What follows belongs to an exercise in optimizing a design on an open flow for small area, a short achievable clock period and few clock cycles; a production flow would make more cautious choices. No run shown here included a check of the RTL's function; only the layout flow was run. Power and IR drop assume default switching activity.

<file path="flow/run.sh">
#!/bin/bash
# synth_recipe.tcl (not shown) runs the flow's synth.tcl, then flattens the netlist and writes it again
# the make line also repeats each setting of config.mk as NAME=value (left out here)
make -C /OpenROAD-flow-scripts/flow DESIGN_CONFIG=/design/flow/config.mk WORK_HOME=/design/flow/orfs CLKGATE_MAP_FILE= SYNTH_SCRIPT=/design/flow/synth_recipe.tcl finish
</file>
<file path="flow/config.mk">
export PLATFORM = sky130hd
export DESIGN_NAME = conv_top
export DESIGN_NICKNAME = conv_top
export VERILOG_FILES = /design/flow/design.v
export SDC_FILE = /design/flow/constraint.sdc
export NUM_CORES = 4
export LEC_CHECK = 0
export CAP_MARGIN = 20
export CORE_MARGIN = 2
export CORE_UTILIZATION = 40
export SLEW_MARGIN = 20
</file>
<file path="flow/constraint.sdc">
create_clock -name core_clock -period 9.0 [get_ports {clk}]
set_input_delay 1.8000 -clock core_clock [delete_from_list [all_inputs] [get_ports {clk}]]
set_output_delay 1.8000 -clock core_clock [all_outputs]
set_load 0.01 [all_outputs]
</file>
<file path="flow/design.v">
`default_nettype none
package conv_pkg;
   typedef logic [8-1:0] pixel_t;
   typedef logic [8-1:0] weight_t;
   typedef logic [20-1:0] acc_t;
   typedef logic [$clog2(4 * 4)-1:0] pix_idx_t;
   typedef logic [$clog2(3 * 3)-1:0] tap_idx_t;
   typedef logic [$clog2(2 * 2)-1:0] win_idx_t;
   typedef logic [6-1:0] wb_adr_t;
   typedef logic [32-1:0] wb_data_t;
   typedef enum logic [1:0] {
      seq_idle,
      seq_run,
      seq_flush
   } seq_state_t;
endpackage
`default_nettype wire
`default_nettype none
module conv_mac_pp (
   input  wire logic [7:0] p0, p1, p2,
   input  wire logic [7:0] w0, w1, w2,
   output logic [47:0] cs
);
   logic [7:0] pp0 [8];
   logic [7:0] pp1 [8];
   logic [7:0] pp2 [8];
   always_comb
   begin
      for (int i = 0; i < 8; i++)
      begin
         pp0[i] = {8{p0[i]}} & w0;
         pp1[i] = {8{p1[i]}} & w1;
         pp2[i] = {8{p2[i]}} & w2;
      end
   end
   wire m1 = pp0[0][6] ^ pp0[1][5] ^ pp0[2][4];
   wire m2 = (pp0[0][6] & pp0[1][5]) | (pp0[0][6] & pp0[2][4]) | (pp0[1][5] & pp0[2][4]);
   wire m3 = pp0[0][7] ^ pp0[1][6] ^ pp0[2][5];
   wire m4 = (pp0[0][7] & pp0[1][6]) | (pp0[0][7] & pp0[2][5]) | (pp0[1][6] & pp0[2][5]);
   wire m5 = pp0[3][4] ^ pp0[4][3] ^ pp0[5][2];
   wire m6 = (pp0[3][4] & pp0[4][3]) | (pp0[3][4] & pp0[5][2]) | (pp0[4][3] & pp0[5][2]);
   wire m7 = pp0[6][1] ^ pp0[7][0] ^ pp1[0][7];
   wire m8 = (pp0[6][1] & pp0[7][0]) | (pp0[6][1] & pp1[0][7]) | (pp0[7][0] & pp1[0][7]);
   wire m9 = pp0[1][7] ^ pp0[2][6] ^ pp0[3][5];
   wire m10 = (pp0[1][7] & pp0[2][6]) | (pp0[1][7] & pp0[3][5]) | (pp0[2][6] & pp0[3][5]);
   wire m11 = pp0[4][4] ^ pp0[5][3] ^ pp0[6][2];
   wire m12 = (pp0[4][4] & pp0[5][3]) | (pp0[4][4] & pp0[6][2]) | (pp0[5][3] & pp0[6][2]);
   wire m13 = pp0[7][1] ^ pp1[1][7];
   wire m14 = pp0[7][1] & pp1[1][7];
   wire m15 = pp0[2][7] ^ pp0[3][6] ^ pp0[4][5];
   wire m16 = (pp0[2][7] & pp0[3][6]) | (pp0[2][7] & pp0[4][5]) | (pp0[3][6] & pp0[4][5]);
   wire m17 = pp0[0][4] ^ pp0[1][3] ^ pp0[2][2];
   wire m18 = (pp0[0][4] & pp0[1][3]) | (pp0[0][4] & pp0[2][2]) | (pp0[1][3] & pp0[2][2]);
   wire m19 = pp0[0][5] ^ pp0[1][4] ^ pp0[2][3];
   wire m20 = (pp0[0][5] & pp0[1][4]) | (pp0[0][5] & pp0[2][3]) | (pp0[1][4] & pp0[2][3]);
   wire m21 = pp0[3][2] ^ pp0[4][1] ^ pp0[5][0];
   wire m22 = (pp0[3][2] & pp0[4][1]) | (pp0[3][2] & pp0[5][0]) | (pp0[4][1] & pp0[5][0]);
   wire m23 = pp1[0][5] ^ pp1[1][4] ^ pp1[2][3];
   wire m24 = (pp1[0][5] & pp1[1][4]) | (pp1[0][5] & pp1[2][3]) | (pp1[1][4] & pp1[2][3]);
   wire m25 = pp0[3][3] ^ pp0[4][2] ^ pp0[5][1];
   wire m26 = (pp0[3][3] & pp0[4][2]) | (pp0[3][3] & pp0[5][1]) | (pp0[4][2] & pp0[5][1]);
   wire m27 = pp0[6][0] ^ pp1[0][6] ^ pp1[1][5];
   wire m28 = (pp0[6][0] & pp1[0][6]) | (pp0[6][0] & pp1[1][5]) | (pp1[0][6] & pp1[1][5]);
   wire m29 = pp1[2][4] ^ pp1[3][3] ^ pp1[4][2];
   wire m30 = (pp1[2][4] & pp1[3][3]) | (pp1[2][4] & pp1[4][2]) | (pp1[3][3] & pp1[4][2]);
   wire m31 = pp1[5][1] ^ pp1[6][0] ^ pp2[0][6];
   wire m32 = (pp1[5][1] & pp1[6][0]) | (pp1[5][1] & pp2[0][6]) | (pp1[6][0] & pp2[0][6]);
   wire m33 = pp2[1][5] ^ pp2[2][4];
   wire m34 = pp2[1][5] & pp2[2][4];
   wire m35 = pp1[1][6] ^ pp1[2][5] ^ pp1[3][4];
   wire m36 = (pp1[1][6] & pp1[2][5]) | (pp1[1][6] & pp1[3][4]) | (pp1[2][5] & pp1[3][4]);
   wire m37 = pp1[4][3] ^ pp1[5][2] ^ pp1[6][1];
   wire m38 = (pp1[4][3] & pp1[5][2]) | (pp1[4][3] & pp1[6][1]) | (pp1[5][2] & pp1[6][1]);
   wire m39 = pp1[7][0] ^ pp2[0][7] ^ pp2[1][6];
   wire m40 = (pp1[7][0] & pp2[0][7]) | (pp1[7][0] & pp2[1][6]) | (pp2[0][7] & pp2[1][6]);
   wire m41 = pp2[2][5] ^ pp2[3][4] ^ pp2[4][3];
   wire m42 = (pp2[2][5] & pp2[3][4]) | (pp2[2][5] & pp2[4][3]) | (pp2[3][4] & pp2[4][3]);
   wire m43 = pp2[5][2] ^ pp2[6][1] ^ pp2[7][0];
   wire m44 = (pp2[5][2] & pp2[6][1]) | (pp2[5][2] & pp2[7][0]) | (pp2[6][1] & pp2[7][0]);
   wire m45 = m3 ^ m5;
   wire m46 = m3 & m5;
   wire m47 = pp1[2][6] ^ pp1[3][5] ^ pp1[4][4];
   wire m48 = (pp1[2][6] & pp1[3][5]) | (pp1[2][6] & pp1[4][4]) | (pp1[3][5] & pp1[4][4]);
   wire m49 = pp1[5][3] ^ pp1[6][2] ^ pp1[7][1];
   wire m50 = (pp1[5][3] & pp1[6][2]) | (pp1[5][3] & pp1[7][1]) | (pp1[6][2] & pp1[7][1]);
   wire m51 = pp2[1][7] ^ pp2[2][6] ^ pp2[3][5];
   wire m52 = (pp2[1][7] & pp2[2][6]) | (pp2[1][7] & pp2[3][5]) | (pp2[2][6] & pp2[3][5]);
   wire m53 = pp2[4][4] ^ pp2[5][3] ^ pp2[6][2];
   wire m54 = (pp2[4][4] & pp2[5][3]) | (pp2[4][4] & pp2[6][2]) | (pp2[5][3] & pp2[6][2]);
   wire m55 = pp2[7][1] ^ m9 ^ m11;
   wire m56 = (pp2[7][1] & m9) | (pp2[7][1] & m11) | (m9 & m11);
   wire m57 = m13 ^ m4 ^ m6;
   wire m58 = (m13 & m4) | (m13 & m6) | (m4 & m6);
   wire m59 = pp0[5][4] ^ pp0[6][3] ^ pp0[7][2];
   wire m60 = (pp0[5][4] & pp0[6][3]) | (pp0[5][4] & pp0[7][2]) | (pp0[6][3] & pp0[7][2]);
   wire m61 = pp1[2][7] ^ pp1[3][6] ^ pp1[4][5];
   wire m62 = (pp1[2][7] & pp1[3][6]) | (pp1[2][7] & pp1[4][5]) | (pp1[3][6] & pp1[4][5]);
   wire m63 = pp1[5][4] ^ pp1[6][3] ^ pp1[7][2];
   wire m64 = (pp1[5][4] & pp1[6][3]) | (pp1[5][4] & pp1[7][2]) | (pp1[6][3] & pp1[7][2]);
   wire m65 = pp2[2][7] ^ pp2[3][6] ^ pp2[4][5];
   wire m66 = (pp2[2][7] & pp2[3][6]) | (pp2[2][7] & pp2[4][5]) | (pp2[3][6] & pp2[4][5]);
   wire m67 = pp2[5][4] ^ pp2[6][3] ^ pp2[7][2];
   wire m68 = (pp2[5][4] & pp2[6][3]) | (pp2[5][4] & pp2[7][2]) | (pp2[6][3] & pp2[7][2]);
   wire m69 = m15 ^ m10 ^ m12;
   wire m70 = (m15 & m10) | (m15 & m12) | (m10 & m12);
   wire m71 = pp0[3][7] ^ pp0[4][6] ^ pp0[5][5];
   wire m72 = (pp0[3][7] & pp0[4][6]) | (pp0[3][7] & pp0[5][5]) | (pp0[4][6] & pp0[5][5]);
   wire m73 = pp0[6][4] ^ pp0[7][3] ^ pp1[3][7];
   wire m74 = (pp0[6][4] & pp0[7][3]) | (pp0[6][4] & pp1[3][7]) | (pp0[7][3] & pp1[3][7]);
   wire m75 = pp1[4][6] ^ pp1[5][5] ^ pp1[6][4];
   wire m76 = (pp1[4][6] & pp1[5][5]) | (pp1[4][6] & pp1[6][4]) | (pp1[5][5] & pp1[6][4]);
   wire m77 = pp1[7][3] ^ pp2[3][7] ^ pp2[4][6];
   wire m78 = (pp1[7][3] & pp2[3][7]) | (pp1[7][3] & pp2[4][6]) | (pp2[3][7] & pp2[4][6]);
   wire m79 = pp2[5][5] ^ pp2[6][4];
   wire m80 = pp2[5][5] & pp2[6][4];
   wire m81 = pp0[4][7] ^ pp0[5][6] ^ pp0[6][5];
   wire m82 = (pp0[4][7] & pp0[5][6]) | (pp0[4][7] & pp0[6][5]) | (pp0[5][6] & pp0[6][5]);
   wire m83 = pp0[7][4] ^ pp1[4][7] ^ pp1[5][6];
   wire m84 = (pp0[7][4] & pp1[4][7]) | (pp0[7][4] & pp1[5][6]) | (pp1[4][7] & pp1[5][6]);
   wire m85 = pp0[0][3] ^ pp0[1][2] ^ pp0[2][1];
   wire m86 = (pp0[0][3] & pp0[1][2]) | (pp0[0][3] & pp0[2][1]) | (pp0[1][2] & pp0[2][1]);
   wire m87 = pp0[3][0] ^ pp1[0][3];
   wire m88 = pp0[3][0] & pp1[0][3];
   wire m89 = pp0[3][1] ^ pp0[4][0] ^ pp1[0][4];
   wire m90 = (pp0[3][1] & pp0[4][0]) | (pp0[3][1] & pp1[0][4]) | (pp0[4][0] & pp1[0][4]);
   wire m91 = pp1[1][3] ^ pp1[2][2] ^ pp1[3][1];
   wire m92 = (pp1[1][3] & pp1[2][2]) | (pp1[1][3] & pp1[3][1]) | (pp1[2][2] & pp1[3][1]);
   wire m93 = pp1[4][0] ^ pp2[0][4] ^ pp2[1][3];
   wire m94 = (pp1[4][0] & pp2[0][4]) | (pp1[4][0] & pp2[1][3]) | (pp2[0][4] & pp2[1][3]);
   wire m95 = pp1[3][2] ^ pp1[4][1] ^ pp1[5][0];
   wire m96 = (pp1[3][2] & pp1[4][1]) | (pp1[3][2] & pp1[5][0]) | (pp1[4][1] & pp1[5][0]);
   wire m97 = pp2[0][5] ^ pp2[1][4] ^ pp2[2][3];
   wire m98 = (pp2[0][5] & pp2[1][4]) | (pp2[0][5] & pp2[2][3]) | (pp2[1][4] & pp2[2][3]);
   wire m99 = pp2[3][2] ^ pp2[4][1] ^ pp2[5][0];
   wire m100 = (pp2[3][2] & pp2[4][1]) | (pp2[3][2] & pp2[5][0]) | (pp2[4][1] & pp2[5][0]);
   wire m101 = m19 ^ m21;
   wire m102 = m19 & m21;
   wire m103 = pp2[3][3] ^ pp2[4][2] ^ pp2[5][1];
   wire m104 = (pp2[3][3] & pp2[4][2]) | (pp2[3][3] & pp2[5][1]) | (pp2[4][2] & pp2[5][1]);
   wire m105 = pp2[6][0] ^ m1 ^ m25;
   wire m106 = (pp2[6][0] & m1) | (pp2[6][0] & m25) | (m1 & m25);
   wire m107 = m27 ^ m29 ^ m31;
   wire m108 = (m27 & m29) | (m27 & m31) | (m29 & m31);
   wire m109 = m33 ^ m20 ^ m22;
   wire m110 = (m33 & m20) | (m33 & m22) | (m20 & m22);
   wire m111 = m7 ^ m2 ^ m35;
   wire m112 = (m7 & m2) | (m7 & m35) | (m2 & m35);
   wire m113 = m37 ^ m39 ^ m41;
   wire m114 = (m37 & m39) | (m37 & m41) | (m39 & m41);
   wire m115 = m43 ^ m45 ^ m26;
   wire m116 = (m43 & m45) | (m43 & m26) | (m45 & m26);
   wire m117 = m28 ^ m30 ^ m32;
   wire m118 = (m28 & m30) | (m28 & m32) | (m30 & m32);
   wire m119 = m8 ^ m47 ^ m49;
   wire m120 = (m8 & m47) | (m8 & m49) | (m47 & m49);
   wire m121 = m51 ^ m53 ^ m55;
   wire m122 = (m51 & m53) | (m51 & m55) | (m53 & m55);
   wire m123 = m57 ^ m36 ^ m38;
   wire m124 = (m57 & m36) | (m57 & m38) | (m36 & m38);
   wire m125 = m40 ^ m42 ^ m44;
   wire m126 = (m40 & m42) | (m40 & m44) | (m42 & m44);
   wire m127 = m14 ^ m59 ^ m61;
   wire m128 = (m14 & m59) | (m14 & m61) | (m59 & m61);
   wire m129 = m63 ^ m65 ^ m67;
   wire m130 = (m63 & m65) | (m63 & m67) | (m65 & m67);
   wire m131 = m69 ^ m48 ^ m50;
   wire m132 = (m69 & m48) | (m69 & m50) | (m48 & m50);
   wire m133 = m52 ^ m54 ^ m56;
   wire m134 = (m52 & m54) | (m52 & m56) | (m54 & m56);
   wire m135 = pp2[7][3] ^ m16 ^ m71;
   wire m136 = (pp2[7][3] & m16) | (pp2[7][3] & m71) | (m16 & m71);
   wire m137 = m73 ^ m75 ^ m77;
   wire m138 = (m73 & m75) | (m73 & m77) | (m75 & m77);
   wire m139 = m79 ^ m60 ^ m62;
   wire m140 = (m79 & m60) | (m79 & m62) | (m60 & m62);
   wire m141 = m64 ^ m66 ^ m68;
   wire m142 = (m64 & m66) | (m64 & m68) | (m66 & m68);
   wire m143 = pp1[6][5] ^ pp1[7][4] ^ pp2[4][7];
   wire m144 = (pp1[6][5] & pp1[7][4]) | (pp1[6][5] & pp2[4][7]) | (pp1[7][4] & pp2[4][7]);
   wire m145 = pp2[5][6] ^ pp2[6][5] ^ pp2[7][4];
   wire m146 = (pp2[5][6] & pp2[6][5]) | (pp2[5][6] & pp2[7][4]) | (pp2[6][5] & pp2[7][4]);
   wire m147 = m81 ^ m83 ^ m72;
   wire m148 = (m81 & m83) | (m81 & m72) | (m83 & m72);
   wire m149 = m74 ^ m76 ^ m78;
   wire m150 = (m74 & m76) | (m74 & m78) | (m76 & m78);
   wire m151 = pp0[5][7] ^ pp0[6][6] ^ pp0[7][5];
   wire m152 = (pp0[5][7] & pp0[6][6]) | (pp0[5][7] & pp0[7][5]) | (pp0[6][6] & pp0[7][5]);
   wire m153 = pp1[5][7] ^ pp1[6][6] ^ pp1[7][5];
   wire m154 = (pp1[5][7] & pp1[6][6]) | (pp1[5][7] & pp1[7][5]) | (pp1[6][6] & pp1[7][5]);
   wire m155 = pp2[5][7] ^ pp2[6][6] ^ pp2[7][5];
   wire m156 = (pp2[5][7] & pp2[6][6]) | (pp2[5][7] & pp2[7][5]) | (pp2[6][6] & pp2[7][5]);
   wire m157 = pp0[0][2] ^ pp0[1][1] ^ pp0[2][0];
   wire m158 = (pp0[0][2] & pp0[1][1]) | (pp0[0][2] & pp0[2][0]) | (pp0[1][1] & pp0[2][0]);
   wire m159 = pp1[0][2] ^ pp1[1][1];
   wire m160 = pp1[0][2] & pp1[1][1];
   wire m161 = pp1[1][2] ^ pp1[2][1] ^ pp1[3][0];
   wire m162 = (pp1[1][2] & pp1[2][1]) | (pp1[1][2] & pp1[3][0]) | (pp1[2][1] & pp1[3][0]);
   wire m163 = pp2[0][3] ^ pp2[1][2] ^ pp2[2][1];
   wire m164 = (pp2[0][3] & pp2[1][2]) | (pp2[0][3] & pp2[2][1]) | (pp2[1][2] & pp2[2][1]);
   wire m165 = pp2[3][0] ^ m85;
   wire m166 = pp2[3][0] & m85;
   wire m167 = pp2[2][2] ^ pp2[3][1] ^ pp2[4][0];
   wire m168 = (pp2[2][2] & pp2[3][1]) | (pp2[2][2] & pp2[4][0]) | (pp2[3][1] & pp2[4][0]);
   wire m169 = m17 ^ m89 ^ m91;
   wire m170 = (m17 & m89) | (m17 & m91) | (m89 & m91);
   wire m171 = m93 ^ m86 ^ m88;
   wire m172 = (m93 & m86) | (m93 & m88) | (m86 & m88);
   wire m173 = m23 ^ m18 ^ m95;
   wire m174 = (m23 & m18) | (m23 & m95) | (m18 & m95);
   wire m175 = m97 ^ m99 ^ m101;
   wire m176 = (m97 & m99) | (m97 & m101) | (m99 & m101);
   wire m177 = m90 ^ m92 ^ m94;
   wire m178 = (m90 & m92) | (m90 & m94) | (m92 & m94);
   wire m179 = m24 ^ m103 ^ m105;
   wire m180 = (m24 & m103) | (m24 & m105) | (m103 & m105);
   wire m181 = m107 ^ m109 ^ m96;
   wire m182 = (m107 & m109) | (m107 & m96) | (m109 & m96);
   wire m183 = m98 ^ m100 ^ m102;
   wire m184 = (m98 & m100) | (m98 & m102) | (m100 & m102);
   wire m185 = m34 ^ m111 ^ m113;
   wire m186 = (m34 & m111) | (m34 & m113) | (m111 & m113);
   wire m187 = m115 ^ m117 ^ m104;
   wire m188 = (m115 & m117) | (m115 & m104) | (m117 & m104);
   wire m189 = m106 ^ m108 ^ m110;
   wire m190 = (m106 & m108) | (m106 & m110) | (m108 & m110);
   wire m191 = m46 ^ m119 ^ m121;
   wire m192 = (m46 & m119) | (m46 & m121) | (m119 & m121);
   wire m193 = m123 ^ m125 ^ m112;
   wire m194 = (m123 & m125) | (m123 & m112) | (m125 & m112);
   wire m195 = m114 ^ m116 ^ m118;
   wire m196 = (m114 & m116) | (m114 & m118) | (m116 & m118);
   wire m197 = m58 ^ m127 ^ m129;
   wire m198 = (m58 & m127) | (m58 & m129) | (m127 & m129);
   wire m199 = m131 ^ m133 ^ m120;
   wire m200 = (m131 & m133) | (m131 & m120) | (m133 & m120);
   wire m201 = m122 ^ m124 ^ m126;
   wire m202 = (m122 & m124) | (m122 & m126) | (m124 & m126);
   wire m203 = m70 ^ m135 ^ m137;
   wire m204 = (m70 & m135) | (m70 & m137) | (m135 & m137);
   wire m205 = m139 ^ m141 ^ m128;
   wire m206 = (m139 & m141) | (m139 & m128) | (m141 & m128);
   wire m207 = m130 ^ m132 ^ m134;
   wire m208 = (m130 & m132) | (m130 & m134) | (m132 & m134);
   wire m209 = m80 ^ m143 ^ m145;
   wire m210 = (m80 & m143) | (m80 & m145) | (m143 & m145);
   wire m211 = m147 ^ m149 ^ m136;
   wire m212 = (m147 & m149) | (m147 & m136) | (m149 & m136);
   wire m213 = m138 ^ m140 ^ m142;
   wire m214 = (m138 & m140) | (m138 & m142) | (m140 & m142);
   wire m215 = m82 ^ m84 ^ m151;
   wire m216 = (m82 & m84) | (m82 & m151) | (m84 & m151);
   wire m217 = m153 ^ m155 ^ m144;
   wire m218 = (m153 & m155) | (m153 & m144) | (m155 & m144);
   wire m219 = m146 ^ m148 ^ m150;
   wire m220 = (m146 & m148) | (m146 & m150) | (m148 & m150);
   wire m221 = pp0[6][7] ^ pp0[7][6] ^ pp1[6][7];
   wire m222 = (pp0[6][7] & pp0[7][6]) | (pp0[6][7] & pp1[6][7]) | (pp0[7][6] & pp1[6][7]);
   wire m223 = pp1[7][6] ^ pp2[6][7] ^ pp2[7][6];
   wire m224 = (pp1[7][6] & pp2[6][7]) | (pp1[7][6] & pp2[7][6]) | (pp2[6][7] & pp2[7][6]);
   wire m225 = m152 ^ m154 ^ m156;
   wire m226 = (m152 & m154) | (m152 & m156) | (m154 & m156);
   wire m227 = pp0[0][1] ^ pp0[1][0] ^ pp1[0][1];
   wire m228 = (pp0[0][1] & pp0[1][0]) | (pp0[0][1] & pp1[0][1]) | (pp0[1][0] & pp1[0][1]);
   wire m229 = pp1[2][0] ^ pp2[0][2] ^ pp2[1][1];
   wire m230 = (pp1[2][0] & pp2[0][2]) | (pp1[2][0] & pp2[1][1]) | (pp2[0][2] & pp2[1][1]);
   wire m231 = pp2[2][0] ^ m157;
   wire m232 = pp2[2][0] & m157;
   wire m233 = m87 ^ m161 ^ m163;
   wire m234 = (m87 & m161) | (m87 & m163) | (m161 & m163);
   wire m235 = m165 ^ m158 ^ m160;
   wire m236 = (m165 & m158) | (m165 & m160) | (m158 & m160);
   wire m237 = m167 ^ m169 ^ m171;
   wire m238 = (m167 & m169) | (m167 & m171) | (m169 & m171);
   wire m239 = m162 ^ m164 ^ m166;
   wire m240 = (m162 & m164) | (m162 & m166) | (m164 & m166);
   wire m241 = m173 ^ m175 ^ m177;
   wire m242 = (m173 & m175) | (m173 & m177) | (m175 & m177);
   wire m243 = m168 ^ m170 ^ m172;
   wire m244 = (m168 & m170) | (m168 & m172) | (m170 & m172);
   wire m245 = m179 ^ m181 ^ m183;
   wire m246 = (m179 & m181) | (m179 & m183) | (m181 & m183);
   wire m247 = m174 ^ m176 ^ m178;
   wire m248 = (m174 & m176) | (m174 & m178) | (m176 & m178);
   wire m249 = m185 ^ m187 ^ m189;
   wire m250 = (m185 & m187) | (m185 & m189) | (m187 & m189);
   wire m251 = m180 ^ m182 ^ m184;
   wire m252 = (m180 & m182) | (m180 & m184) | (m182 & m184);
   wire m253 = m191 ^ m193 ^ m195;
   wire m254 = (m191 & m193) | (m191 & m195) | (m193 & m195);
   wire m255 = m186 ^ m188 ^ m190;
   wire m256 = (m186 & m188) | (m186 & m190) | (m188 & m190);
   wire m257 = m197 ^ m199 ^ m201;
   wire m258 = (m197 & m199) | (m197 & m201) | (m199 & m201);
   wire m259 = m192 ^ m194 ^ m196;
   wire m260 = (m192 & m194) | (m192 & m196) | (m194 & m196);
   wire m261 = m203 ^ m205 ^ m207;
   wire m262 = (m203 & m205) | (m203 & m207) | (m205 & m207);
   wire m263 = m198 ^ m200 ^ m202;
   wire m264 = (m198 & m200) | (m198 & m202) | (m200 & m202);
   wire m265 = m209 ^ m211 ^ m213;
   wire m266 = (m209 & m211) | (m209 & m213) | (m211 & m213);
   wire m267 = m204 ^ m206 ^ m208;
   wire m268 = (m204 & m206) | (m204 & m208) | (m206 & m208);
   wire m269 = m215 ^ m217 ^ m219;
   wire m270 = (m215 & m217) | (m215 & m219) | (m217 & m219);
   wire m271 = m210 ^ m212 ^ m214;
   wire m272 = (m210 & m212) | (m210 & m214) | (m212 & m214);
   wire m273 = m221 ^ m223 ^ m225;
   wire m274 = (m221 & m223) | (m221 & m225) | (m223 & m225);
   wire m275 = m216 ^ m218 ^ m220;
   wire m276 = (m216 & m218) | (m216 & m220) | (m218 & m220);
   wire m277 = pp0[7][7] ^ pp1[7][7] ^ pp2[7][7];
   wire m278 = (pp0[7][7] & pp1[7][7]) | (pp0[7][7] & pp2[7][7]) | (pp1[7][7] & pp2[7][7]);
   wire m279 = m222 ^ m224 ^ m226;
   wire m280 = (m222 & m224) | (m222 & m226) | (m224 & m226);
   wire m281 = pp1[1][0] ^ pp2[0][1];
   wire m282 = pp1[1][0] & pp2[0][1];
   wire m283 = m159 ^ m229 ^ m231;
   wire m284 = (m159 & m229) | (m159 & m231) | (m229 & m231);
   wire m285 = m233 ^ m235 ^ m230;
   wire m286 = (m233 & m235) | (m233 & m230) | (m235 & m230);
   wire m287 = m237 ^ m239 ^ m234;
   wire m288 = (m237 & m239) | (m237 & m234) | (m239 & m234);
   wire m289 = m241 ^ m243 ^ m238;
   wire m290 = (m241 & m243) | (m241 & m238) | (m243 & m238);
   wire m291 = m245 ^ m247 ^ m242;
   wire m292 = (m245 & m247) | (m245 & m242) | (m247 & m242);
   wire m293 = m249 ^ m251 ^ m246;
   wire m294 = (m249 & m251) | (m249 & m246) | (m251 & m246);
   wire m295 = m253 ^ m255 ^ m250;
   wire m296 = (m253 & m255) | (m253 & m250) | (m255 & m250);
   wire m297 = m257 ^ m259 ^ m254;
   wire m298 = (m257 & m259) | (m257 & m254) | (m259 & m254);
   wire m299 = m261 ^ m263 ^ m258;
   wire m300 = (m261 & m263) | (m261 & m258) | (m263 & m258);
   wire m301 = m265 ^ m267 ^ m262;
   wire m302 = (m265 & m267) | (m265 & m262) | (m267 & m262);
   wire m303 = m269 ^ m271 ^ m266;
   wire m304 = (m269 & m271) | (m269 & m266) | (m271 & m266);
   wire m305 = m273 ^ m275 ^ m270;
   wire m306 = (m273 & m275) | (m273 & m270) | (m275 & m270);
   wire m307 = m277 ^ m279 ^ m274;
   wire m308 = (m277 & m279) | (m277 & m274) | (m279 & m274);
   assign cs[0] = pp0[0][0];   
   assign cs[1] = pp1[0][0];   
   assign cs[2] = pp2[0][0];   
   assign cs[3] = pp2[1][0];   
   assign cs[4] = m227;   
   assign cs[5] = m281;   
   assign cs[6] = m228;   
   assign cs[7] = m283;   
   assign cs[8] = m282;   
   assign cs[9] = m232;   
   assign cs[10] = m285;   
   assign cs[11] = m284;   
   assign cs[12] = m236;   
   assign cs[13] = m287;   
   assign cs[14] = m286;   
   assign cs[15] = m240;   
   assign cs[16] = m289;   
   assign cs[17] = m288;   
   assign cs[18] = m244;   
   assign cs[19] = m291;   
   assign cs[20] = m290;   
   assign cs[21] = m248;   
   assign cs[22] = m293;   
   assign cs[23] = m292;   
   assign cs[24] = m252;   
   assign cs[25] = m295;   
   assign cs[26] = m294;   
   assign cs[27] = m256;   
   assign cs[28] = m297;   
   assign cs[29] = m296;   
   assign cs[30] = m260;   
   assign cs[31] = m299;   
   assign cs[32] = m298;   
   assign cs[33] = m264;   
   assign cs[34] = m301;   
   assign cs[35] = m300;   
   assign cs[36] = m268;   
   assign cs[37] = m303;   
   assign cs[38] = m302;   
   assign cs[39] = m272;   
   assign cs[40] = m305;   
   assign cs[41] = m304;   
   assign cs[42] = m276;   
   assign cs[43] = m307;   
   assign cs[44] = m306;   
   assign cs[45] = m278;   
   assign cs[46] = m280;   
   assign cs[47] = m308;   
endmodule
module conv_mac_acc (
   input  wire logic [47:0] cs,
   input  wire logic [19:0] acc_in,
   output logic [19:0] sum
);
   wire a1 = cs[0] ^ cs[1];
   wire a2 = cs[0] & cs[1];
   wire a3 = cs[3] ^ cs[4] ^ cs[5];
   wire a4 = (cs[3] & cs[4]) | (cs[3] & cs[5]) | (cs[4] & cs[5]);
   wire a5 = cs[6] ^ cs[7] ^ cs[8];
   wire a6 = (cs[6] & cs[7]) | (cs[6] & cs[8]) | (cs[7] & cs[8]);
   wire a7 = cs[9] ^ cs[10] ^ cs[11];
   wire a8 = (cs[9] & cs[10]) | (cs[9] & cs[11]) | (cs[10] & cs[11]);
   wire a9 = cs[12] ^ cs[13] ^ cs[14];
   wire a10 = (cs[12] & cs[13]) | (cs[12] & cs[14]) | (cs[13] & cs[14]);
   wire a11 = cs[15] ^ cs[16] ^ cs[17];
   wire a12 = (cs[15] & cs[16]) | (cs[15] & cs[17]) | (cs[16] & cs[17]);
   wire a13 = cs[18] ^ cs[19] ^ cs[20];
   wire a14 = (cs[18] & cs[19]) | (cs[18] & cs[20]) | (cs[19] & cs[20]);
   wire a15 = cs[21] ^ cs[22] ^ cs[23];
   wire a16 = (cs[21] & cs[22]) | (cs[21] & cs[23]) | (cs[22] & cs[23]);
   wire a17 = cs[24] ^ cs[25] ^ cs[26];
   wire a18 = (cs[24] & cs[25]) | (cs[24] & cs[26]) | (cs[25] & cs[26]);
   wire a19 = cs[27] ^ cs[28] ^ cs[29];
   wire a20 = (cs[27] & cs[28]) | (cs[27] & cs[29]) | (cs[28] & cs[29]);
   wire a21 = cs[30] ^ cs[31] ^ cs[32];
   wire a22 = (cs[30] & cs[31]) | (cs[30] & cs[32]) | (cs[31] & cs[32]);
   wire a23 = cs[33] ^ cs[34] ^ cs[35];
   wire a24 = (cs[33] & cs[34]) | (cs[33] & cs[35]) | (cs[34] & cs[35]);
   wire a25 = cs[36] ^ cs[37] ^ cs[38];
   wire a26 = (cs[36] & cs[37]) | (cs[36] & cs[38]) | (cs[37] & cs[38]);
   wire a27 = cs[39] ^ cs[40] ^ cs[41];
   wire a28 = (cs[39] & cs[40]) | (cs[39] & cs[41]) | (cs[40] & cs[41]);
   wire a29 = cs[42] ^ cs[43] ^ cs[44];
   wire a30 = (cs[42] & cs[43]) | (cs[42] & cs[44]) | (cs[43] & cs[44]);
   wire a31 = cs[45] ^ cs[46] ^ cs[47];
   wire a32 = (cs[45] & cs[46]) | (cs[45] & cs[47]) | (cs[46] & cs[47]);
   wire a33 = cs[2] ^ acc_in[0];
   wire a34 = cs[2] & acc_in[0];
   wire a35 = acc_in[1] ^ a3 ^ a2;
   wire a36 = (acc_in[1] & a3) | (acc_in[1] & a2) | (a3 & a2);
   wire a37 = acc_in[2] ^ a5 ^ a4;
   wire a38 = (acc_in[2] & a5) | (acc_in[2] & a4) | (a5 & a4);
   wire a39 = acc_in[3] ^ a7 ^ a6;
   wire a40 = (acc_in[3] & a7) | (acc_in[3] & a6) | (a7 & a6);
   wire a41 = acc_in[4] ^ a9 ^ a8;
   wire a42 = (acc_in[4] & a9) | (acc_in[4] & a8) | (a9 & a8);
   wire a43 = acc_in[5] ^ a11 ^ a10;
   wire a44 = (acc_in[5] & a11) | (acc_in[5] & a10) | (a11 & a10);
   wire a45 = acc_in[6] ^ a13 ^ a12;
   wire a46 = (acc_in[6] & a13) | (acc_in[6] & a12) | (a13 & a12);
   wire a47 = acc_in[7] ^ a15 ^ a14;
   wire a48 = (acc_in[7] & a15) | (acc_in[7] & a14) | (a15 & a14);
   wire a49 = acc_in[8] ^ a17 ^ a16;
   wire a50 = (acc_in[8] & a17) | (acc_in[8] & a16) | (a17 & a16);
   wire a51 = acc_in[9] ^ a19 ^ a18;
   wire a52 = (acc_in[9] & a19) | (acc_in[9] & a18) | (a19 & a18);
   wire a53 = acc_in[10] ^ a21 ^ a20;
   wire a54 = (acc_in[10] & a21) | (acc_in[10] & a20) | (a21 & a20);
   wire a55 = acc_in[11] ^ a23 ^ a22;
   wire a56 = (acc_in[11] & a23) | (acc_in[11] & a22) | (a23 & a22);
   wire a57 = acc_in[12] ^ a25 ^ a24;
   wire a58 = (acc_in[12] & a25) | (acc_in[12] & a24) | (a25 & a24);
   wire a59 = acc_in[13] ^ a27 ^ a26;
   wire a60 = (acc_in[13] & a27) | (acc_in[13] & a26) | (a27 & a26);
   wire a61 = acc_in[14] ^ a29 ^ a28;
   wire a62 = (acc_in[14] & a29) | (acc_in[14] & a28) | (a29 & a28);
   wire a63 = acc_in[15] ^ a31 ^ a30;
   wire a64 = (acc_in[15] & a31) | (acc_in[15] & a30) | (a31 & a30);
   wire a65 = acc_in[16] ^ a32;
   wire a66 = acc_in[16] & a32;
   logic [19:0] ra;
   logic [19:0] rb;
   assign ra = {acc_in[19], acc_in[18], acc_in[17], a65, a63, a61, a59, a57, a55, a53, a51, a49, a47, a45, a43, a41, a39, a37, a35, a1};
   assign rb = {1'b0, 1'b0, a66, a64, a62, a60, a58, a56, a54, a52, a50, a48, a46, a44, a42, a40, a38, a36, a34, a33};
   assign sum = ra + rb;
endmodule
`default_nettype wire
`default_nettype none
module conv_top (
   input  wire logic clk,
   input  wire logic reset,
   input  wire logic cyc,
   input  wire logic stb,
   input  wire logic we,
   input  wire conv_pkg::wb_adr_t adr,
   input  wire conv_pkg::wb_data_t dat_w,
   output wire logic ack,
   output wire conv_pkg::wb_data_t dat_r
);
   logic [7:0] image [16];
   logic [7:0] kernel [9];
   logic [19:0] result [4];
   logic [19:0] acc [4];
   logic run;               
   logic [3:0] rdy;         
   logic done_flag;         
   logic slow_pend;         
   logic [7:0] rd_q;        
   logic req;
   logic is_img;
   logic is_ker;
   logic is_res;
   logic is_ctl;
   logic fast_rd;
   logic wr_go;
   logic start;
   assign req = cyc && stb;
   assign is_img = (adr[5:4] == 2'b00);
   assign is_ker = (adr[5:4] == 2'b01) && (adr[3:0] < 4'd9);
   assign is_res = (adr[5:2] == 4'b1000);
   assign is_ctl = (adr == 6'h28);
   assign fast_rd = is_res || is_ctl;
   assign wr_go = req && we && !run;
   assign start = wr_go && is_ctl && dat_w[0];
   assign ack = req && (we ? !run
                           : (fast_rd ? (is_ctl || rdy[adr[1:0]]) : slow_pend));
   logic [19:0] res_sel;
   logic [19:0] fast_data;
   assign res_sel = done_flag ? result[adr[1:0]] : 20'd0;
   assign fast_data = adr[3] ? {18'd0, done_flag, 1'b0} : res_sel;
   assign dat_r = slow_pend ? {24'd0, rd_q} : {12'd0, fast_data};
   always_ff @(posedge clk)
   begin
      if (adr[4])
         rd_q <= is_ker ? kernel[adr[3:0]] : 8'd0;
      else
         rd_q <= (adr[5] == 1'b0) ? image[adr[3:0]] : 8'd0;
   end
   always_ff @(posedge clk)
   begin
      if (reset)
         slow_pend <= 1'b0;
      else
         slow_pend <= req && !we && !fast_rd && !slow_pend;
   end
   logic [7:0] wdata;
   assign wdata = reset ? 8'd0 : dat_w[7:0];
   always_ff @(posedge clk)
   begin
      for (int i = 0; i < 16; i++)
         if (reset || (wr_go && is_img && adr[3:0] == 4'(i)))
            image[i] <= wdata;
      for (int i = 0; i < 9; i++)
         if (reset || (wr_go && adr[5:4] == 2'b01 && adr[3:0] == 4'(i)))
            kernel[i] <= wdata;
   end
   logic [1:0] issued [4];   
   logic [3:0] wdone;        
   logic [3:0] last_pix;     
   logic [3:0] restart;
   logic [1:0] ker_row;
   assign ker_row = (adr[3:0] < 4'd3) ? 2'd0 : (adr[3:0] < 4'd6) ? 2'd1 : 2'd2;
   always_comb
   begin
      for (int w = 0; w < 4; w++)
      begin
         logic [2:0] dr;
         logic [2:0] dc;
         dr = {1'b0, adr[3:2]} - 3'(w / 2);
         dc = {1'b0, adr[1:0]} - 3'(w % 2);
         restart[w] = 1'b0;
         if (wr_go && is_img && dr <= 3'd2 && dc <= 3'd2 && dr[1:0] < issued[w])
            restart[w] = 1'b1;
         if (wr_go && is_ker && ker_row < issued[w])
            restart[w] = 1'b1;
      end
   end
   logic [3:0] cand;
   logic pick_v;
   logic [1:0] pick_w;
   logic [1:0] pick_r;
   always_comb
   begin
      for (int w = 0; w < 4; w++)
      begin
         logic [3:0] need;
         need = {(2'(w / 2) + issued[w]), 2'(w % 2)} + 4'd2;
         cand[w] = (issued[w] != 2'd3) && !restart[w] && (run || last_pix >= need);
      end
      pick_v = |cand;
      pick_w = cand[0] ? 2'd0 : cand[1] ? 2'd1 : cand[2] ? 2'd2 : 2'd3;
      pick_r = issued[pick_w];
   end
   logic s_v;
   logic [1:0] s_w;
   logic [1:0] s_r;
   logic [3:0] s_prow;      
   logic s_wc;              
   logic [2:0] s_krow;      
   always_ff @(posedge clk)
   begin
      s_w <= pick_w;
      s_r <= pick_r;
      s_wc <= pick_w[0];
      s_prow <= 4'b0001 << (2'(pick_w[1]) + pick_r);
      s_krow <= 3'b001 << pick_r;
   end
   logic [7:0] rowpix [4];
   logic [7:0] p0, p1, p2;
   logic [7:0] w0, w1, w2;
   logic [47:0] cs;
   always_comb
   begin
      for (int c = 0; c < 4; c++)
      begin
         rowpix[c] = 8'd0;
         for (int r = 0; r < 4; r++)
            rowpix[c] = rowpix[c] | ({8{s_prow[r]}} & image[r * 4 + c]);
      end
      w0 = 8'd0;
      w1 = 8'd0;
      w2 = 8'd0;
      for (int k = 0; k < 3; k++)
      begin
         w0 = w0 | ({8{s_krow[k]}} & kernel[k * 3 + 0]);
         w1 = w1 | ({8{s_krow[k]}} & kernel[k * 3 + 1]);
         w2 = w2 | ({8{s_krow[k]}} & kernel[k * 3 + 2]);
      end
   end
   assign p0 = s_wc ? rowpix[1] : rowpix[0];
   assign p1 = s_wc ? rowpix[2] : rowpix[1];
   assign p2 = s_wc ? rowpix[3] : rowpix[2];
   conv_mac_pp i_pp (
      .p0(p0), .p1(p1), .p2(p2),
      .w0(w0), .w1(w1), .w2(w2),
      .cs(cs)
   );
   logic m_v;
   logic [1:0] m_w;
   logic [1:0] m_r;
   logic [47:0] m_cs;
   always_ff @(posedge clk)
   begin
      m_w <= s_w;
      m_r <= s_r;
      m_cs <= cs;
   end
   logic [19:0] acc_in;
   logic [19:0] sum;
   assign acc_in = (m_r == 2'd0) ? 20'd0 : acc[m_w];
   conv_mac_acc i_acc (
      .cs(m_cs),
      .acc_in(acc_in),
      .sum(sum)
   );
   always_ff @(posedge clk)
   begin
      for (int w = 0; w < 4; w++)
         if (m_v && m_w == 2'(w))
            acc[w] <= sum;
   end
   logic [3:0] commit;
   assign commit = {4{run}} & wdone & ~rdy;
   always_ff @(posedge clk)
   begin
      for (int w = 0; w < 4; w++)
         if (commit[w])
            result[w] <= acc[w];
   end
   always_ff @(posedge clk)
   begin
      if (reset)
      begin
         s_v <= 1'b0;
         m_v <= 1'b0;
         for (int w = 0; w < 4; w++)
            issued[w] <= 2'd0;
         wdone <= 4'd0;
         last_pix <= 4'd0;
         run <= 1'b0;
         rdy <= 4'b1111;
         done_flag <= 1'b0;
      end
      else
      begin
         s_v <= pick_v;
         m_v <= s_v && !restart[s_w];
         for (int w = 0; w < 4; w++)
         begin
            if (restart[w])
            begin
               issued[w] <= 2'd0;
               wdone[w] <= 1'b0;
            end
            else
            begin
               if (pick_v && pick_w == 2'(w))
                  issued[w] <= issued[w] + 2'd1;
               if (m_v && m_w == 2'(w) && m_r == 2'd2)
                  wdone[w] <= 1'b1;
            end
         end
         if (wr_go && is_img)
            last_pix <= adr[3:0];
         if (start)
         begin
            run <= 1'b1;
            rdy <= 4'b0000;
            done_flag <= 1'b1;
         end
         else if (run)
         begin
            rdy <= rdy | commit;
            if (&rdy)
               run <= 1'b0;
         end
      end
   end
endmodule
`default_nettype wire
</file>
==> results of run 1 <==
-- state kept, by name, indices dropped and copies added (netlist names), 3 cells and up --
signal	count
rdy	4
last_pix	4
rd_q	8
issued	8
result	80
m_cs	48
wdone	4
s_krow	3
s_prow	4
image	128
kernel	72
acc	80
-- layout by cell type (no fill, tap or decap), types with 15 or more instances in the layout --
cell	n
a21o_1	25
a21oi_1	45
a222oi_1	23
a22o_1	26
a22oi_1	108
and2_1	39
buf_4	66
clkbuf_16	49
clkdlybuf4s50_1	36
dfxtp_1	96
edfxtp_1	360
fa_1	175
ha_1	57
inv_1	188
mux2i_1	24
mux4_2	42
nand2_1	96
nand2b_1	48
nand3_1	34
nor2_1	152
nor2b_1	20
nor3_1	15
o21ai_0	34
o21ai_1	15
or2_2	32
-- final cells by class --
class	instances	area, µm²
fill	5393	32900
tap	782	978
inverter	189	709
clock buffer	61	1280
sequential	456	12700
clock inverter	30	282
multi-input combinational	1176	10700
timing repair buffer	106	876
-- power breakdown --
group / switching, µW / internal, µW
Clock: 864 / 1110
Combinational: 2540 / 1650
Sequential: 93.8 / 2850
Total: 3490 / 5610
-- worst reg2reg max path, cell delays in order, from the launching register on --
cell and delay (ns):
dfxtp_1 0.33, clkinv_1 0.50, o21ai_1 0.99, nor2_1 0.16, fa_1 0.50, fa_1 0.56
inv_1 0.06, fa_1 0.52, fa_1 0.55, inv_1 0.05, fa_1 0.50, fa_1 0.48
-- routing by layer --
| metal | part of all wire (%) | track usage [%] |
|---|---|---|
| met1 | 40 | 28.1 |
| met2 | 48 | 36.2 |
| met3 | 7.5 | 2.98 |
| met4 | 4.0 | 9.08 |
| met5 | 0 | 0 |
-- logic make-up (layout without fill, tap and decap cells) --
| group | count (synthesis) | in the layout | share of synthesized area (%) |
|---|---|---|---|
| AO/OA/AOI/OAI | 369 | 369 | 11.1 |
| XOR/XNOR | 17 | 17 | 0.608 |
| adder cells (fa/ha/maj) | 232 | 232 | 17.2 |
| buffers and inverters | 281 | 386 | 4.54 |
| flip-flops | 456 | 456 | 52.0 |
| multiplexers | 70 | 70 | 5.03 |
| other | 1 | 12 | 0.0153 |
| AND/OR/NAND/NOR | 476 | 476 | 9.48 |
-- worst max path at each step --
stage	startpoint	end	slack, ns	depth (start not counted)
after floorplan	adr[1]	dat_r[4]	3.74	5
after global placement	adr[3]	ack	2.64	9
after detailed placement	adr[3]	ack	2.65	9
after CTS	adr[3]	ack	2.63	9
after global routing	adr[3]	ack	2.48	9
final	adr[3]	ack	2.61	9
-- through the flow --
stage / instances / power [µW] / utilization (%) / setup WS, ns
2_1_floorplan: 1913 / 5950 / - / 3.74
3_3_place_gp: 2708 / 7130 / 43.0 / 2.64
3_5_place_dp: 2708 / 7280 / 43.0 / 2.65
4_1_cts: 2799 / 9240 / 45.6 / 2.63
5_1_grt: 2800 / 9930 / 45.6 / 2.48
6_report: 2800 / 9100 / 45.6 / 2.61
==> impl_metrics.csv, run 1 <==
group,metric,value,unit
setup_path,r2r_setup_slack,3.66,ns
timing,maxSlewViolCount,0,
layout,final_area,27600,µm²
setup_path,cpMaxStageDelayCell,"clkdlybuf4s50_1",
floorplan,start_util,40.5,%
synth,synth_edf_count,360,
power_and_ir_drop,vdd_drop_max,252,µV
setup_path,path_class,"in2out",
clock_network,h-tree-depth,2,
min_path,hold_class,"reg2reg",
timing,skew,0.0318,ns
grt,grt.total_usage,21.6,%
floorplan,core,60500,µm²
setup_path,crit_arrival,4.59,ns
outcome,status,"no timing/DRC/antenna violations",
flow_run,max_cap_violations,0,
setup_path,rr_worst_depth,11,
setup_path,endpoint_kind,"output pin",
layout,nNetsFinal,2253,
route,drt_iter0_markers,1814,
timing,fin_crit,6.39,ns
synth,synth.area.top_cells,"edfxtp_1 44%, fa_1 14%, dfxtp_1 7.8%",
clock_network,numCtsBuffers,49,
setup_path,critPathMaxFanout,24,
timing,rsz0062_at_grt,"false",
floorplan,io_pins,76,
route,drt_wl_total,67.0,mm
grt,antenna_found_initial,1,
floorplan,placementRows,90,
timing,post-route-period-util,71.0,%
min_path,hold_depth,0,
setup_path,path_delay_family,"buffers and inverters",
layout,insertedDiodeCount,0,
synth,post_synth_num_cell_types,74,
clock_network,cts_tree,"done",
setup_path,reg2reg_to,"m_cs[28]$_DFF_P_",
placed_design,portBuffers,39,
clock_network,clk_latency,0.61,ns
synth,synth-warning-count,11,
floorplan,die_x,251,µm
floorplan,die_y,251,µm
timing,maxSlewHeadroom,26.4,%
synth,synth_top_cell_area_share,44.1,%
timing,worst_slew_pin_slew,1.10,ns
synth,yosys_most_used_dff,"edfxtp_1",
setup_path,timing.rr.start,"s_w[0]$_DFF_P_",
route,drc,0,
clock_network,cts_hold_buf,0,
grt,grt_pass1_wl,102,mm
route,vias,16000,
timing,setup-tns-final,0,ns
setup_path,cpMostUsedCell,"clkdlybuf4s50_1",
power_and_ir_drop,power.leakage,0.0106,µW
clock_network,post_cts_buffers,0,
synth,avgSynthCellArea,12.9,µm²
synth,synth_top_area_cell,"edfxtp_1",
synth,netlist_top_cells_count,"360 x edfxtp_1, 188 x inv_1, 175 x fa_1, 157 x nor2_1, 108 x a22oi_1",
min_path,hp-start,"s_r[0]$_DFF_P_",
setup_path,worst-path-buf-inv,4,
synth,postSynthCellCount,1902,
synth,ys_seq_area_share,52.0,%
clock_network,clock-sinks,456,
timing,setup_viol,0,
placed_design,place_congestion,0.890,
route,viasPerCell,5.72,
synth,ys_ff_latch,456,
route,drtAntennaViolNets,0,
setup_path,worstPathCellList,"clkdlybuf4s50_1 > ha_1 > buf_4 > inv_1 > nor2_1 > o21ai_0 > nor2b_1 > o41ai_1 > clkdlybuf4s50_1",
placed_design,hpwlAfterDp,47.1,mm
synth,synth_most_common_cell,"edfxtp_1",
grt,grt_overflow_total,0,
min_path,whs_endpoint,"m_r[0]$_DFF_P_",
setup_path,startpoint_type,"input port",
setup_path,slowest_delay,0.74,ns
grt,grt_max_degree,57,
clock_network,cts_buffer_depth,3,
setup_path,cp.required,7.20,ns
route,wire_per_inst,23.9,µm
synth,async_flop_share,0,%
route,drt-pass1-iter-count,5,
placed_design,post_dp_cell_area,26000,µm²
timing,hold_violations,0,
power_and_ir_drop,p_per_area,330,nW/µm²
clock_network,path_clk_slew,0.06,ns
grt,grt_pass1_vias,16800,
timing,timing.hold.ws,0.319,ns
layout,area_growth_syn_to_layout,12.6,%
layout,drive_gt1_share,12.3,%
clock_network,root_buffer,"clkbuf_16",
timing,fmax,0.157,GHz
clock_network,ctsResizeCount,0,
floorplan,die_area,63200,µm²
synth,synth_area,24500,µm²
==> run 2, diff against run 1 <==
--- a/flow/config.mk
+++ b/flow/config.mk
@@ -9,3 +9,4 @@
 export CORE_MARGIN = 2
 export CORE_UTILIZATION = 40
+export SETUP_SLACK_MARGIN = 4.3
 export SLEW_MARGIN = 20
==> run 2 against run 1 <==
  * Highest routed layer is now met5
  * Clock power about the same
  * Via count up 1.4%
  * Cell count up 1.8%
  * Worst setup slack better by 1.4 ns
  * Critical endpoint is now dat_r[4]
  * Sequential cell count unchanged
  * Synthesized area unchanged
==> impl_metrics.csv, run 2 <==
group,metric,value,unit
min_path,whs_endpoint,"m_r[1]$_DFF_P_",
setup_path,cpMostUsedCell,"buf_16",
placed_design,hpwlAfterDp,46.3,mm
synth,postSynthCellCount,1902,
timing,setup-tns-final,0,ns
timing,worst_slew_pin_slew,1.10,ns
route,drt-pass1-iter-count,6,
grt,grt_pass1_vias,16800,
setup_path,cp.required,7.20,ns
setup_path,timing.rr.start,"s_prow[3]$_SDFF_PN0_",
setup_path,rr_worst_depth,13,
synth,ys_ff_latch,456,
clock_network,clock-sinks,456,
min_path,hold_class,"reg2reg",
setup_path,path_class,"in2out",
grt,grt_max_degree,57,
route,wire_per_inst,24.4,µm
floorplan,io_pins,76,
layout,drive_gt1_share,18.8,%
layout,final_cell_mix,"360 x edfxtp_1, 187 x inv_1, 174 x fa_1",
layout,insertedDiodeCount,0,
setup_path,cpMaxStageDelayCell,"mux4_2",
power_and_ir_drop,power.share.clock,21.4,%
timing,setup_viol,0,
setup_path,path_delay_family,"multiplexers",
synth,netlist_top_cells_count,"360 x edfxtp_1, 188 x inv_1, 175 x fa_1, 157 x nor2_1, 108 x a22oi_1",
synth,avgSynthCellArea,12.9,µm²
setup_path,worst-path-buf-inv,4,
clock_network,h-tree-depth,2,
power_and_ir_drop,p_comb_share,46.4,%
placed_design,post_dp_cell_area,26000,µm²
setup_path,worstPathCellList,"buf_16 > buf_16 > buf_4 > mux4_2 > a22o_1 > buf_2",
power_and_ir_drop,p_int,5680,µW
setup_path,reg2reg_to,"m_cs[28]$_DFF_P_",
layout,top_regs,"image x128, acc x80, result x80",
synth,yosys_most_used_dff,"edfxtp_1",
layout,nNetsFinal,2303,
layout,top_register,"image",
route,drt_wl_total,69.4,mm
layout,final_area,28700,µm²
power_and_ir_drop,vdd_drop_max,205,µV
synth,synth_edf_count,360,
synth,synth.area.top_cells,"edfxtp_1 44%, fa_1 14%, dfxtp_1 7.8%",
timing,maxSlewHeadroom,26.4,%
timing,post-route-period-util,55.4,%
route,drc,0,
layout,final_common_cell,"edfxtp_1",
setup_path,critPathMaxFanout,8,
route,viasPerCell,5.70,
floorplan,die_y,251,µm
synth,post_synth_num_cell_types,74,
clock_network,numCtsBuffers,49,
timing,fin_crit,4.99,ns
synth,async_flop_share,0,%
power_and_ir_drop,power_switching,3490,µW
min_path,hold_depth,0,
flow_run,max_cap_violations,0,
setup_path,crit_arrival,3.19,ns
clock_network,root_buffer,"clkbuf_16",
synth,synth_top_cell_area_share,44.1,%
grt,grt_overflow_total,0,
setup_path,startpoint_type,"input port",
power_and_ir_drop,power.leakage,0.0111,µW
synth,synth_most_common_cell,"edfxtp_1",
floorplan,placementRows,90,
clock_network,cts_tree,"done",
synth,synth-warning-count,11,
placed_design,place_congestion,0.873,
floorplan,die_area,63200,µm²
floorplan,start_util,40.5,%
power_and_ir_drop,p_sw_share,38.1,%
clock_network,clk_latency,0.61,ns
floorplan,core,60500,µm²
floorplan,die_x,251,µm
timing,skew,0.0436,ns
grt,antenna_found_initial,1,
route,drt_iter0_markers,1898,
route,drtAntennaViolNets,0,
layout,largest_register_ffs,128,
timing,fmax,0.201,GHz
grt,grt.total_usage,21.8,%
timing,fin_ws,4.01,ns
outcome,status,"no timing/DRC/antenna violations",
power_and_ir_drop,seqPwrFrac,32.2,%
clock_network,cts_buffer_depth,3,
route,vias,16200,
power_and_ir_drop,p_per_area,320,nW/µm²
placed_design,portBuffers,39,
placed_design,dp_worst_setup_slack,2.67,ns
setup_path,endpoint_kind,"output pin",
setup_path,r2r_setup_slack,4.39,ns
clock_network,cts_hold_buf,0,
grt,grt_pass1_wl,103,mm
synth,synth_top_area_cell,"edfxtp_1",
synth,ys_seq_area_share,52.0,%
timing,hold_violations,0,
timing,rsz0062_at_grt,"true",
layout,area_growth_syn_to_layout,17.0,%
setup_path,slowest_delay,0.58,ns
clock_network,path_clk_slew,0.06,ns
timing,maxSlewViolCount,0,
min_path,hp-start,"s_r[1]$_DFF_P_",
synth,synth_area,24500,µm²
## run 2: cell counts after synthesis
Identical to the previous run, type by type.
## run 2: how the worst max path moves through the flow
stage                       from  slack, ns  endpoint  cells after the start
final                     adr[0]       4.01  dat_r[4]                      6
after global routing      adr[2]       3.99       ack                      8
after CTS                 adr[3]       4.00       ack                      7
after detailed placement  adr[3]       2.67       ack                      7
after global placement    adr[3]       2.71       ack                      7
after floorplan           adr[1]       4.27  dat_r[4]                      5
## run 2: timing repair
item	4_1_cts	5_1_grt
cloned	3	4
gates resized for setup	175	69
setup buffers	28	16
pin swaps	14	19
setup endpoints to repair	99	39
## run 2: kinds of logic (layout without fill, tap and decap cells)
family	count (synthesis)	count (layout)	synth area share [%]
AOI/OAI and AO/OA	369	369	11.1
xor gates and xnor gates	17	17	0.608
DFF	456	456	52.0
adders and majority gates	232	232	17.2
buffers and inverters	281	435	4.54
and+or+nand+nor	476	476	9.48
muxes	70	70	5.03
other	1	12	0.0153
## run 2: worst reg2reg max path: stages, from the launching register on
cell,delay [ns]
dfxtp_4,0.38
buf_12,0.17
a22oi_2,0.17
nand2_2,0.11
o21ai_4,0.31
nor2_2,0.09
fa_1,0.52
fa_1,0.57
inv_1,0.06
fa_1,0.48
fa_1,0.56
inv_1,0.05
fa_1,0.49
fa_1,0.49
## run 2: routing by layer
layer  track usage [%]  up-vias  routed length, µm
met5                 0        -                 13
met4              9.63        2               3080
met3              3.82      183               6280
met2              35.7      817              32400
met1              28.6     8148              27600
li1                  -     7087                  -
## run 2: cell type report
type,instances,area (µm²)
Tap cell,782,978
Timing Repair Buffer,156,1650
Clock buffer,62,1340
Inverter,189,727
Clock inverter,28,231
Multi-Input combinational cell,1176,11000
Sequential cell,456,12700
Fill cell,5269,31800
## run 2: power groups by stage
stage	Combinational [µW]	Sequential [µW]	Clock [µW]
after floorplan	3000	2960	0
after global placement	4080	2980	0
after detailed placement	4230	2990	0
after CTS	4300	2940	2000
after global routing	4960	2970	2090
final	4250	2950	1960
## run 2: per-stage QoR
stage	total power (µW)	instances	utilization [%]	hold slack [ns]
CTS	9240	2829	46.6	0.325
finish	9160	2849	47.4	0.321
global placement	7060	2708	43.1	0.315
floorplan	5960	1913	-	0.310
global route	10000	2849	47.4	0.344
detailed placement	7220	2708	43.1	0.314
==> run 3, diff against run 2 <==
--- a/flow/config.mk
+++ b/flow/config.mk
@@ -6,7 +6,8 @@
 export NUM_CORES = 4
 export LEC_CHECK = 0
+export ABC_CLOCK_PERIOD_IN_PS = 4000
 export CAP_MARGIN = 20
 export CORE_MARGIN = 2
 export CORE_UTILIZATION = 40
-export SETUP_SLACK_MARGIN = 4.3
+export SETUP_SLACK_MARGIN = 4.5
 export SLEW_MARGIN = 20
==> run 3 against run 2 <==
  * Clock-buffer cell count decreased by 1
  * Critical endpoint is now ack
  * Synthesized area unchanged
  * Global-route usage increased by 0.73 points
  * Utilization increased by 1.1 points
  * Cell count increased by 1.2%
  * Total power increased by 3.6%
  * Sequential power about the same
  * Die area unchanged
  * Worst setup slack improved by 0.018 ns
  * Combinational power increased by 7.1%
  * Fmax increased by 0.36%
==> impl_metrics.csv, run 3 <==
group,metric,value,unit
synth,synth.area.top_cells,"edfxtp_1 44%, fa_1 14%, dfxtp_1 7.8%",
timing,maxSlewViolCount,0,
timing,fin_crit,4.97,ns
min_path,whs_endpoint,"m_r[0]$_DFF_P_",
floorplan,die_area,63200,µm²
floorplan,core,60500,µm²
route,wire_per_inst,24.7,µm
timing,maxSlewHeadroom,18.6,%
clock_network,h-tree-depth,2,
timing,rsz0062_at_grt,"true",
route,drt_wl_total,71.3,mm
synth,ys_seq_area_share,52.0,%
synth,synth_top_area_cell,"edfxtp_1",
synth,synth_most_common_cell,"edfxtp_1",
route,vias,16600,
setup_path,crit_arrival,3.17,ns
placed_design,post_dp_cell_area,26100,µm²
layout,drive_gt1_share,22.7,%
layout,top_register,"image",
synth,synth_top_cell_area_share,44.1,%
clock_network,clock-sinks,456,
grt,grt_max_degree,57,
setup_path,worstPathCellList,"buf_12 > inv_12 > ha_4 > or2_4 > mux4_2 > nor2_2 > o41ai_2 > buf_2",
power_and_ir_drop,power.leakage,0.0114,µW
route,viasPerCell,5.76,
clock_network,cts_buffer_depth,3,
setup_path,crit_start,"adr[2]",
placed_design,portBuffers,39,
grt,grt_overflow_total,0,
min_path,hold_class,"reg2reg",
synth,async_flop_share,0,%
timing,hold_violations,0,
synth,avgSynthCellArea,12.9,µm²
layout,insertedDiodeCount,0,
clock_network,path_clk_slew,0.07,ns
timing,worst_slew_pin_slew,1.22,ns
grt,antenna_found_initial,2,
layout,multiInputGateArea,11300,µm²
setup_path,rr_worst_depth,14,
synth,postSynthCellCount,1902,
route,drtAntennaViolNets,0,
setup_path,r2r_setup_slack,4.34,ns
timing,timing.hold.ws,0.332,ns
clock_network,numCtsBuffers,49,
route,drc,0,
setup_path,endpoint_kind,"output pin",
synth,yosys_most_used_dff,"edfxtp_1",
clock_network,cts_tree,"done",
power_and_ir_drop,power.total,9490,µW
route,drt-pass1-iter-count,10,
setup_path,path_class,"in2out",
synth,synth-warning-count,11,
outcome,status,"no timing/DRC/antenna violations",
synth,synth_edf_count,360,
layout,final_cell_mix,"360 x edfxtp_1, 180 x inv_1, 166 x fa_1",
power_and_ir_drop,p_per_area,324,nW/µm²
layout,seqCellArea,12700,µm²
layout,area_growth_syn_to_layout,19.8,%
grt,grt_pass1_vias,17100,
timing,post-route-period-util,55.2,%
power_and_ir_drop,seqPwrFrac,31.1,%
grt,grt_pass1_wl,106,mm
floorplan,io_pins,76,
timing,setup-tns-final,0,ns
placed_design,place_congestion,0.876,
synth,netlist_top_cells_count,"360 x edfxtp_1, 188 x inv_1, 175 x fa_1, 157 x nor2_1, 108 x a22oi_1",
timing,setup_viol,0,
power_and_ir_drop,power.share.clock,21.0,%
power_and_ir_drop,vdd_drop_max,231,µV
setup_path,startpoint_type,"input port",
grt,grt.total_usage,22.6,%
setup_path,timing.rr.start,"s_prow[0]$_SDFF_PP0_",
setup_path,cpMaxStageDelayCell,"mux4_2",
route,drt_iter0_markers,1797,
timing,skew,0.0439,ns
power_and_ir_drop,p_comb_share,47.9,%
synth,synth_area,24500,µm²
min_path,hp-start,"s_r[0]$_DFF_P_",
setup_path,cp.required,7.20,ns
layout,final_common_cell,"edfxtp_1",
setup_path,slowest_delay,0.51,ns
floorplan,die_x,251,µm
power_and_ir_drop,p_int,5830,µW
synth,ys_ff_latch,456,
clock_network,clk_latency,0.62,ns
timing,fmax,0.201,GHz
setup_path,critPathMaxFanout,3,
layout,num-fill-cells,5203,
clock_network,cts_hold_buf,0,
floorplan,start_util,40.5,%
placed_design,hpwlAfterDp,46.8,mm
layout,final_util,48.5,%
power_and_ir_drop,p_sw_share,38.6,%
floorplan,placementRows,90,
setup_path,reg2reg_to,"m_cs[25]$_DFF_P_",
clock_network,root_buffer,"clkbuf_16",
min_path,hold_depth,0,
floorplan,die_y,251,µm
synth,post_synth_num_cell_types,74,
power_and_ir_drop,power_switching,3660,µW
layout,largest_register_ffs,128,
layout,top_regs,"image x128, acc x80, result x80",
layout,final_area,29300,µm²
layout,nNetsFinal,2337,
flow_run,max_cap_violations,0,
run 3: changes by cell type in the layout (fill, tap and decap cells not counted), moves of 7 or more:
| cell | previous run | this run |
|---|---|---|
| inv_2 | 0 | 7 |
| fa_1 | 174 | 166 |
| a22oi_2 | 9 | 21 |
| clkinv_2 | 5 | 12 |
| a22oi_1 | 99 | 87 |
| inv_1 | 187 | 180 |
| buf_4 | 78 | 108 |
| fa_2 | 1 | 9 |
run 3: repair_timing:
item                                    4_1_cts  5_1_grt
cloned                                       10        0
resized for setup                           218       81
buffers inserted                             40       39
endpoints found under the setup margin      134       51
pin swaps                                    26       45
run 3: cells by family (layout without fill, tap and decap cells):
family                     count (synthesis)  in the layout  synth area share, %
AOI/OAI and AO/OA                        369            369                 11.1
xor gates and xnor gates                  17             17                0.608
DFF                                      456            456                 52.0
buffers and inverters                    281            470                 4.54
adders and majority gates                232            232                 17.2
muxes                                     70             70                 5.03
and+or+nand+nor                          476            476                 9.48
other                                      1             12               0.0153
run 3: final cells by class:
cell class | instances | area share, %
Timing Repair Buffer | 190 | 6.84
Clock inverter | 30 | 0.819
Tap cell | 782 | 3.34
Multi-Input combinational cell | 1176 | 38.5
Inverter | 189 | 2.48
Sequential cell | 456 | 43.5
Clock buffer | 61 | 4.59
run 3: worst max path at each step:
stage,endpoint,slack (ns),cells past startpoint
4_1_cts,ack,4.01,10
5_1_grt,ack,4.00,8
3_3_place_gp,ack,2.27,9
6_report,ack,4.03,8
3_5_place_dp,ack,2.20,9
2_1_floorplan,ack,4.36,6
run 3: layer usage:
| layer | routed length [µm] | global-route usage (%) |
|---|---|---|
| met5 | 0 | 0 |
| met4 | 3030 | 9.66 |
| met3 | 6060 | 3.40 |
| met2 | 33900 | 37.4 |
| met1 | 28300 | 29.6 |
run 3: power groups by stage:
stage	Combinational, µW	Clock, µW	Sequential [µW]
floorplan	3000	0	2960
global placement	4130	0	2980
detailed placement	4240	0	2990
CTS	4420	2020	2950
global route	5200	2110	2970
finish	4550	1990	2950
run 3: critical path: cells and delay by family:
| kind | cells | cell delay (ns) |
|---|---|---|
| multiplexers | 1 | 0.51 |
| AND/OR/NAND/NOR | 2 | 0.33 |
| buffers and inverters | 3 | 0.28 |
| adder cells (fa/ha/maj) | 1 | 0.16 |
| AO/OA/AOI/OAI | 1 | 0.09 |
run 3: metrics by stage:
stage | cells | setup slack, ns
2_1_floorplan | 1913 | 4.36
3_3_place_gp | 2703 | 2.27
3_5_place_dp | 2704 | 2.20
4_1_cts | 2845 | 4.01
5_1_grt | 2884 | 4.00
6_report | 2884 | 4.03

-- afterwards: timing with drivers on the ports --
No port has a modelled driver above. Below, the same layouts with a new extraction and two added sets of constraints.
Step 1 assumes that a clkbuf_16 drives the clock port and a buf_2 every other input.
Step 2 also shifts input and output timing later by t, the mid clock arrival at the registers, as if the neighbouring blocks saw the same clock.
a / b / c = ideal ports / drivers / drivers and shift; a / b = the first two.
run	t, ns	setup WS [ns]	cell pins on the clock port's net
run 1	0.663	2.613 / 2.590 / 2.590	1
run 2	0.649	4.013 / 3.875 / 3.694	1
run 3	0.657	4.031 / 3.959 / 3.880	1
After both steps every run listed still meets setup and hold. For run 2, which loses most, drivers alone change the setup slack by -0.138 ns; drivers and shift together by -0.319 ns.
